Source: an optimization exercise on an open RTL-to-GDS flow (aim: small area). Production flows keep margins and buffers that such runs may drop.
Only simulation tests tie the RTL to the original design; equivalence was not proved.
Power and IR drop assume default switching activity.

==> inputs of fjord <==
==> flow/design.v <==
`default_nettype none
package snn_spi_pkg;
    typedef logic [32-1:0] word_t;
    typedef logic [15:0] cfg_addr_t;
    typedef logic [27-16:0] burst_len_t;
    typedef enum logic [2:0] {
        CFG   = 3'd0,
        NEUR  = 3'd1,
        ONEUR = 3'd2,
        WINP  = 3'd3,
        WREC  = 3'd4,
        WOUT  = 3'd5
    } mem_target_e;
    typedef struct packed {
        logic        wr_valid;
        logic        rd_valid;
        mem_target_e target;
        cfg_addr_t   addr;
        word_t       data;
    } spi_event_t;
    typedef struct packed {
        logic       en_conf;
        logic [8:0] ro_stage_sel;
        logic       get_clkint_out;
        logic       get_tar_req_out;
    } cfg_top_t;
    typedef struct packed {
        logic       rst_mode;
        logic [2:0] do_eprop;
        logic       local_tick;
        logic       error_halt;
        logic [2:0] fp_loc_winp;
        logic [2:0] fp_loc_wrec;
        logic [2:0] fp_loc_wout;
        logic [2:0] fp_loc_tinp;
        logic [2:0] fp_loc_trec;
        logic [2:0] fp_loc_tout;
        logic [3:0] learn_sig_scale;
        logic [2:0] regul_mode;
        logic [1:0] regul_w;
        logic       en_stoch_round;
        logic [7:0] sram_speedmode;
        logic       timing_mode;
        logic       regression;
        logic       single_label;
        logic       no_out_act;
        logic       send_per_timestep;
        logic       send_label_only;
        logic       noise_en;
        logic       force_traces;
    } cfg_ctrl_t;
    typedef struct packed {
        logic [31:0]  cycles_per_tick;
        logic [127:0] alpha_conf;
        logic [7:0]   kappa;
        logic [7:0]   num_inp_neur;
        logic [7:0]   num_rec_neur;
        logic [3:0]   num_out_neur;
    } cfg_net_t;
    typedef struct packed {
        logic [5-1:0] prog;
        logic [5-1:0] read;
        cfg_addr_t            addr;
        word_t                data;
    } mem_req_t;
endpackage
`default_nettype wire
`default_nettype none
module snn_spi_top (
    input  wire logic                SCK,
    input  wire logic                RST_async,
    input  wire logic                MOSI,
    output wire logic                MISO,
    output wire logic [11:0]         cfg_top,
    output wire logic [49:0]         cfg_ctrl,
    output wire logic [187:0]        cfg_net,
    output wire logic [57:0]         mem_req,
    input  wire logic [31:0]         mem_rdata
);
    logic [31:0] sr_n;       
    logic [31:0] sr;
    assign sr = ~sr_n;
    logic [4:0]  bit_cnt;
    logic        pend;       
    logic        mvalid;     
    logic        sq;         
    logic        pq;         
    logic        rq;         
    logic [31:0] d_zero;     
    logic [31:0] d_one;      
    assign d_zero = ~(sr_n | {32{RST_async}});
    assign d_one  = sr |  {32{RST_async}};
    logic [4:0]  tgt_oh;     
    logic        read_any;
    always_ff @(posedge SCK) begin
        if (read_any) sr_n <= ~mem_rdata;
        else          sr_n <= ~{sr[30:0], MOSI};
    end
    always_ff @(posedge SCK) begin
        if (RST_async) begin
            bit_cnt <= '0;
            pend    <= 1'b0;
        end else begin
            bit_cnt <= {bit_cnt[3:0], bit_cnt[4] ^ bit_cnt[2] ^ (bit_cnt[3:0] == 4'd0)};
            pend    <= (bit_cnt == 5'd16);
        end
    end
    always_ff @(posedge SCK) begin
        if (RST_async)              mvalid <= 1'b0;
        else if (bit_cnt == 5'd1)   mvalid <= read_any;    
    end
    assign MISO = sr[31] & mvalid;
    logic [11:0] rem;        
    logic        f_rd;
    logic [2:0]  f_tgt;
    logic [15:0] ac;         
    logic [15:0] ac_d;
    logic        ld_cmd;
    logic        ac_inc;
    logic        in_cmd;
    assign in_cmd = (rem == 12'd0);
    assign ld_cmd = pend && in_cmd;
    logic [12:0] rem_b;
    logic [11:0] rem_d;
    assign rem_b[0] = pend && !in_cmd;
    for (genvar i = 0; i < 12; i++) begin : g_rem
        assign rem_b[i+1] = rem_b[i] && !rem[i];
    end
    assign rem_d = ld_cmd ? sr[27:16] : (rem ^ rem_b[11:0]);
    always_ff @(posedge SCK) begin
        if (RST_async) rem <= '0;
        else           rem <= rem_d;
    end
    always_ff @(posedge SCK) begin
        if (ld_cmd) begin
            f_rd  <= sr[31];
            f_tgt <= sr[30:28];
        end
    end
    assign ac_inc = (pend && !in_cmd && f_rd) || pq;
    logic [16:0] ac_c;
    assign ac_c[0] = ac_inc;
    for (genvar i = 0; i < 16; i++) begin : g_ac
        assign ac_c[i+1] = ac_c[i] && ac[i];
    end
    assign ac_d   = ld_cmd ? sr[15:0] : (ac ^ ac_c[15:0]);
    always_ff @(posedge SCK) begin
        ac <= ac_d;
    end
    logic [2:0] ev_tgt;
    logic       ev_tgt_mem;
    logic       ev_wr;
    logic       ev_rd;
    assign ev_tgt     = in_cmd ? sr[30:28] : f_tgt;
    assign ev_tgt_mem = (ev_tgt != 3'd0) && (ev_tgt < 3'd6);
    assign ev_wr = pend && !in_cmd && !f_rd;
    assign ev_rd = pend && (in_cmd ? (sr[31] && (sr[27:16] != 12'd0))
                                   : (f_rd && (rem != 12'd1)));
    always_ff @(posedge SCK) begin
        if (RST_async) begin
            sq <= 1'b0;
        end else begin
            sq <= ev_wr || ev_rd;
        end
    end
    logic [15:0] maddr;
    logic [31:0] mdata;
    always_comb begin
        case (f_tgt)
            3'd1:    tgt_oh = 5'b00001;
            3'd2:    tgt_oh = 5'b00010;
            3'd3:    tgt_oh = 5'b00100;
            3'd4:    tgt_oh = 5'b01000;
            3'd5:    tgt_oh = 5'b10000;
            default: tgt_oh = 5'b00000;
        endcase
    end
    assign pq       = sq && !f_rd;
    assign rq       = sq && f_rd;
    assign read_any = rq && (|tgt_oh);
    always_ff @(posedge SCK) begin
        if (RST_async || ((ev_wr || ev_rd) && ev_tgt_mem))
            maddr <= ac_d & ~{16{RST_async}};
    end
    always_ff @(posedge SCK) begin
        if (RST_async || (ev_wr && ev_tgt_mem)) mdata <= d_zero;
    end
    assign mem_req = {tgt_oh & {5{pq}}, tgt_oh & {5{rq}}, maddr, mdata};
    logic cfg_wr;
    assign cfg_wr = ev_wr && (f_tgt == 3'd0);
    logic        hi_zero;
    logic [6:0]  a;
    assign hi_zero = (ac[15:7] == 9'd0);
    assign a       = ac[6:0];
    logic       cfg_hit;
    assign cfg_hit = cfg_wr && hi_zero;
    logic en_conf;
    logic [8:0] ro_stage_sel;
    logic get_clkint_out;
    logic get_tar_req_out;
    logic rst_mode;
    logic [2:0] do_eprop;
    logic local_tick;
    logic error_halt;
    logic [2:0] fp_loc_winp;
    logic [2:0] fp_loc_wrec;
    logic [2:0] fp_loc_wout;
    logic [2:0] fp_loc_tinp;
    logic [2:0] fp_loc_trec;
    logic [2:0] fp_loc_tout;
    logic [3:0] learn_sig_scale;
    logic [2:0] regul_mode;
    logic [1:0] regul_w;
    logic en_stoch_round;
    logic [7:0] sram_speedmode;
    logic timing_mode;
    logic regression;
    logic single_label;
    logic no_out_act;
    logic send_per_timestep;
    logic send_label_only;
    logic noise_en;
    logic force_traces;
    logic [31:0] cycles_per_tick;
    logic [31:0] alpha0;
    logic [31:0] alpha1;
    logic [31:0] alpha2;
    logic [31:0] alpha3;
    logic [7:0] kappa;
    logic [7:0] num_inp_neur;
    logic [7:0] num_rec_neur;
    logic [3:0] num_out_neur;
    always_ff @(posedge SCK) if (RST_async || (cfg_hit && a == 7'd0)) en_conf <= d_one[0];
    always_ff @(posedge SCK) if (RST_async || (cfg_hit && a == 7'd1)) ro_stage_sel <= d_zero[8:0];
    always_ff @(posedge SCK) if (RST_async || (cfg_hit && a == 7'd2)) get_clkint_out <= d_zero[0];
    always_ff @(posedge SCK) if (RST_async || (cfg_hit && a == 7'd3)) get_tar_req_out <= d_one[0];
    always_ff @(posedge SCK) if (RST_async || (cfg_hit && a == 7'd8)) rst_mode <= d_zero[0];
    always_ff @(posedge SCK) if (RST_async || (cfg_hit && a == 7'd9)) do_eprop <= {d_one[2], d_one[1], d_one[0]};
    always_ff @(posedge SCK) if (RST_async || (cfg_hit && a == 7'd10)) local_tick <= d_zero[0];
    always_ff @(posedge SCK) if (RST_async || (cfg_hit && a == 7'd11)) error_halt <= d_one[0];
    always_ff @(posedge SCK) if (RST_async || (cfg_hit && a == 7'd12)) fp_loc_winp <= d_zero[2:0];
    always_ff @(posedge SCK) if (RST_async || (cfg_hit && a == 7'd13)) fp_loc_wrec <= d_zero[2:0];
    always_ff @(posedge SCK) if (RST_async || (cfg_hit && a == 7'd14)) fp_loc_wout <= d_zero[2:0];
    always_ff @(posedge SCK) if (RST_async || (cfg_hit && a == 7'd15)) fp_loc_tinp <= d_zero[2:0];
    always_ff @(posedge SCK) if (RST_async || (cfg_hit && a == 7'd16)) fp_loc_trec <= d_zero[2:0];
    always_ff @(posedge SCK) if (RST_async || (cfg_hit && a == 7'd17)) fp_loc_tout <= d_zero[2:0];
    always_ff @(posedge SCK) if (RST_async || (cfg_hit && a == 7'd18)) learn_sig_scale <= d_zero[3:0];
    always_ff @(posedge SCK) if (RST_async || (cfg_hit && a == 7'd19)) regul_mode <= d_zero[2:0];
    always_ff @(posedge SCK) if (RST_async || (cfg_hit && a == 7'd20)) regul_w <= d_zero[1:0];
    always_ff @(posedge SCK) if (RST_async || (cfg_hit && a == 7'd21)) en_stoch_round <= d_zero[0];
    always_ff @(posedge SCK) if (RST_async || (cfg_hit && a == 7'd22)) sram_speedmode <= d_zero[7:0];
    always_ff @(posedge SCK) if (RST_async || (cfg_hit && a == 7'd23)) timing_mode <= d_zero[0];
    always_ff @(posedge SCK) if (RST_async || (cfg_hit && a == 7'd25)) regression <= d_zero[0];
    always_ff @(posedge SCK) if (RST_async || (cfg_hit && a == 7'd26)) single_label <= d_one[0];
    always_ff @(posedge SCK) if (RST_async || (cfg_hit && a == 7'd27)) no_out_act <= d_zero[0];
    always_ff @(posedge SCK) if (RST_async || (cfg_hit && a == 7'd30)) send_per_timestep <= d_zero[0];
    always_ff @(posedge SCK) if (RST_async || (cfg_hit && a == 7'd31)) send_label_only <= d_one[0];
    always_ff @(posedge SCK) if (RST_async || (cfg_hit && a == 7'd32)) noise_en <= d_zero[0];
    always_ff @(posedge SCK) if (RST_async || (cfg_hit && a == 7'd33)) force_traces <= d_zero[0];
    always_ff @(posedge SCK) if (RST_async || (cfg_hit && a == 7'd64)) cycles_per_tick <= d_zero[31:0];
    always_ff @(posedge SCK) if (RST_async || (cfg_hit && a == 7'd65)) alpha0 <= d_zero[31:0];
    always_ff @(posedge SCK) if (RST_async || (cfg_hit && a == 7'd66)) alpha1 <= d_zero[31:0];
    always_ff @(posedge SCK) if (RST_async || (cfg_hit && a == 7'd67)) alpha2 <= d_zero[31:0];
    always_ff @(posedge SCK) if (RST_async || (cfg_hit && a == 7'd68)) alpha3 <= d_zero[31:0];
    always_ff @(posedge SCK) if (RST_async || (cfg_hit && a == 7'd69)) kappa <= {d_zero[7], d_one[6], d_one[5], d_one[4], d_one[3], d_zero[2], d_one[1], d_zero[0]};
    always_ff @(posedge SCK) if (RST_async || (cfg_hit && a == 7'd94)) num_inp_neur <= {d_one[7], d_one[6], d_one[5], d_one[4], d_one[3], d_one[2], d_one[1], d_one[0]};
    always_ff @(posedge SCK) if (RST_async || (cfg_hit && a == 7'd95)) num_rec_neur <= {d_one[7], d_one[6], d_one[5], d_one[4], d_one[3], d_one[2], d_one[1], d_one[0]};
    always_ff @(posedge SCK) if (RST_async || (cfg_hit && a == 7'd96)) num_out_neur <= {d_one[3], d_one[2], d_one[1], d_one[0]};
    assign cfg_top  = {en_conf, ro_stage_sel, get_clkint_out, get_tar_req_out};
    assign cfg_ctrl = {rst_mode, do_eprop, local_tick, error_halt,
                       fp_loc_winp, fp_loc_wrec, fp_loc_wout,
                       fp_loc_tinp, fp_loc_trec, fp_loc_tout,
                       learn_sig_scale, regul_mode, regul_w,
                       en_stoch_round, sram_speedmode, timing_mode,
                       regression, single_label, no_out_act, send_per_timestep,
                       send_label_only, noise_en, force_traces};
    assign cfg_net  = {cycles_per_tick, alpha3, alpha2, alpha1, alpha0,
                       kappa, num_inp_neur, num_rec_neur, num_out_neur};
endmodule
`default_nettype wire
==> flow/flow/run.sh <==
#!/bin/bash
# The standard ORFS layout with three changes that only affect area:
#  - synthesis maps the combinational logic with an area-oriented ABC script
#    (registers are mapped before ABC runs, so they are the standard ones);
#  - the smallest buffer on the ports;
#  - a clock tree of fewer, larger sink clusters and no dummy loads.
set -euo pipefail
here=$(pwd)
{
  cat <<TCL
proc abc {args} {
  set i [lsearch -exact \$args -script]
  if {\$i >= 0} { lset args [expr {\$i + 1}] $here/flow/abc_area_map.script }
  yosys abc {*}\$args
}
TCL
  cat synth_recipe.tcl
} > flow_synth.tcl
bash standard.sh \
  "SYNTH_SCRIPT=$here/flow_synth.tcl" \
  "BUFFER_PORTS_ARGS=-buffer_cell sky130_fd_sc_hd__buf_1" \
  "CTS_ARGS=-sink_clustering_enable -repair_clock_nets -dont_use_dummy_load -sink_clustering_size 10 -sink_clustering_max_diameter 40 -buf_list {sky130_fd_sc_hd__clkbuf_4}" \
  finish > make_finish.log 2>&1
==> flow/flow/abc_area_map.script <==
strash
dc2
dch
amap
topo
stime -c
==> flow/standard.sh <==
#!/bin/bash
# synth_recipe.tcl (not shown) runs the flow's synth.tcl, then flattens the netlist and writes it again
# the make line also repeats each setting of config.mk as NAME=value (left out here)
make -C /OpenROAD-flow-scripts/flow DESIGN_CONFIG=/design/flow/config.mk WORK_HOME=/design/flow/orfs CLKGATE_MAP_FILE= SYNTH_SCRIPT=/design/flow/synth_recipe.tcl "${@:-finish}"
==> flow/config.mk <==
export PLATFORM = sky130hd
export DESIGN_NAME = snn_spi_top
export DESIGN_NICKNAME = snn_spi_top
export VERILOG_FILES = /design/flow/design.v
export SDC_FILE = /design/flow/constraint.sdc
export NUM_CORES = 4
export LEC_CHECK = 0
export CAP_MARGIN = 5
export CORE_MARGIN = 2
export CORE_UTILIZATION = 65
export SLEW_MARGIN = 5
==> flow/constraint.sdc <==
create_clock -name core_clock -period 5.0 [get_ports {SCK}]
set_input_delay 1.0000 -clock core_clock [delete_from_list [all_inputs] [get_ports {SCK}]]
set_output_delay 1.0000 -clock core_clock [all_outputs]
set_load 0.01 [all_outputs]
==> yarrow (differences from fjord) <==
--- a/flow/design.v
+++ b/flow/design.v
@@ -78,22 +78,19 @@
     input  wire logic [31:0]         mem_rdata
 );
-    logic [31:0] sr_n;       
     logic [31:0] sr;
-    assign sr = ~sr_n;
     logic [4:0]  bit_cnt;
     logic        pend;       
     logic        mvalid;     
-    logic        sq;         
     logic        pq;         
     logic        rq;         
     logic [31:0] d_zero;     
     logic [31:0] d_one;      
-    assign d_zero = ~(sr_n | {32{RST_async}});
+    assign d_zero = sr & ~{32{RST_async}};
     assign d_one  = sr |  {32{RST_async}};
     logic [4:0]  tgt_oh;     
     logic        read_any;
     always_ff @(posedge SCK) begin
-        if (read_any) sr_n <= ~mem_rdata;
-        else          sr_n <= ~{sr[30:0], MOSI};
+        if (read_any) sr <= mem_rdata;
+        else          sr <= {sr[30:0], MOSI};
     end
     always_ff @(posedge SCK) begin
@@ -102,11 +99,11 @@
             pend    <= 1'b0;
         end else begin
-            bit_cnt <= {bit_cnt[3:0], bit_cnt[4] ^ bit_cnt[2] ^ (bit_cnt[3:0] == 4'd0)};
-            pend    <= (bit_cnt == 5'd16);
+            bit_cnt <= bit_cnt ^ {&bit_cnt[3:0], &bit_cnt[2:0], &bit_cnt[1:0], bit_cnt[0], 1'b1};
+            pend    <= (bit_cnt == 5'd31);
         end
     end
     always_ff @(posedge SCK) begin
         if (RST_async)              mvalid <= 1'b0;
-        else if (bit_cnt == 5'd1)   mvalid <= read_any;    
+        else if (bit_cnt == 5'd1)   mvalid <= read_any;
     end
     assign MISO = sr[31] & mvalid;
@@ -159,7 +156,9 @@
     always_ff @(posedge SCK) begin
         if (RST_async) begin
-            sq <= 1'b0;
+            pq <= 1'b0;
+            rq <= 1'b0;
         end else begin
-            sq <= ev_wr || ev_rd;
+            pq <= ev_wr;
+            rq <= ev_rd;
         end
     end
@@ -176,6 +175,4 @@
         endcase
     end
-    assign pq       = sq && !f_rd;
-    assign rq       = sq && f_rd;
     assign read_any = rq && (|tgt_oh);
     always_ff @(posedge SCK) begin
==> flow/flow/abc_area_map.script (replaced) <==
strash
dch
map -a
topo
stime -c
--- a/flow/config.mk
+++ b/flow/config.mk
@@ -6,6 +6,6 @@
 export NUM_CORES = 4
 export LEC_CHECK = 0
-export CAP_MARGIN = 5
+export CAP_MARGIN = 20
 export CORE_MARGIN = 2
-export CORE_UTILIZATION = 65
-export SLEW_MARGIN = 5
+export CORE_UTILIZATION = 80
+export SLEW_MARGIN = 20
==> summary of the runs <==
yarrow finished but failed the layout checks on setup timing. fjord completed with no timing, DRC or antenna violations.
Against yarrow, the core utilization of fjord is lower by 17 points.
Between yarrow and fjord, the lower clock power is in fjord (gap about 4%, measured against fjord).
In yarrow the combinational power is lower than in fjord, by 18%.
Between yarrow and fjord, the lower worst setup slack is in yarrow (gap 0.47 ns).
In yarrow the die area is smaller than in fjord, by about 17%.
Global-route usage: fjord is lower than yarrow (14 points).
In fjord the sequential power is higher than in yarrow, by about 1%.
Between yarrow and fjord, the lower worst hold slack is in fjord (gap 0.015 ns).
In non-clock buffer count, yarrow and fjord do not differ.

## separate check: timing with driven ports
The results above use ideal ports. As a check the final layouts listed here were re-extracted and re-timed, cells and wires unchanged. Step 1 sets driving cells, clkbuf_16 on the clock port and buf_2 on the other inputs (assumed; they add their load-dependent delay and slew). Step 2, shift: input delay + t, output delay - t, t = (earliest + latest rising clock arrival at the registers) / 2. This alone moves slack from input paths to output paths. a / b / c = no drivers / after step 1 / after step 2; a / b = the first two.
run	t, ns	setup slack, ns	worst setup path after step 2	worst register clock-pin slew, ns	worst slew at a driven data input, ns
fjord	0.661	0.377 / 0.377 / 0.377	register to register	0.11 / 0.11	0.08
yarrow	0.716	-0.095 / -0.095 / -0.095	register to register	0.12 / 0.12	0.08
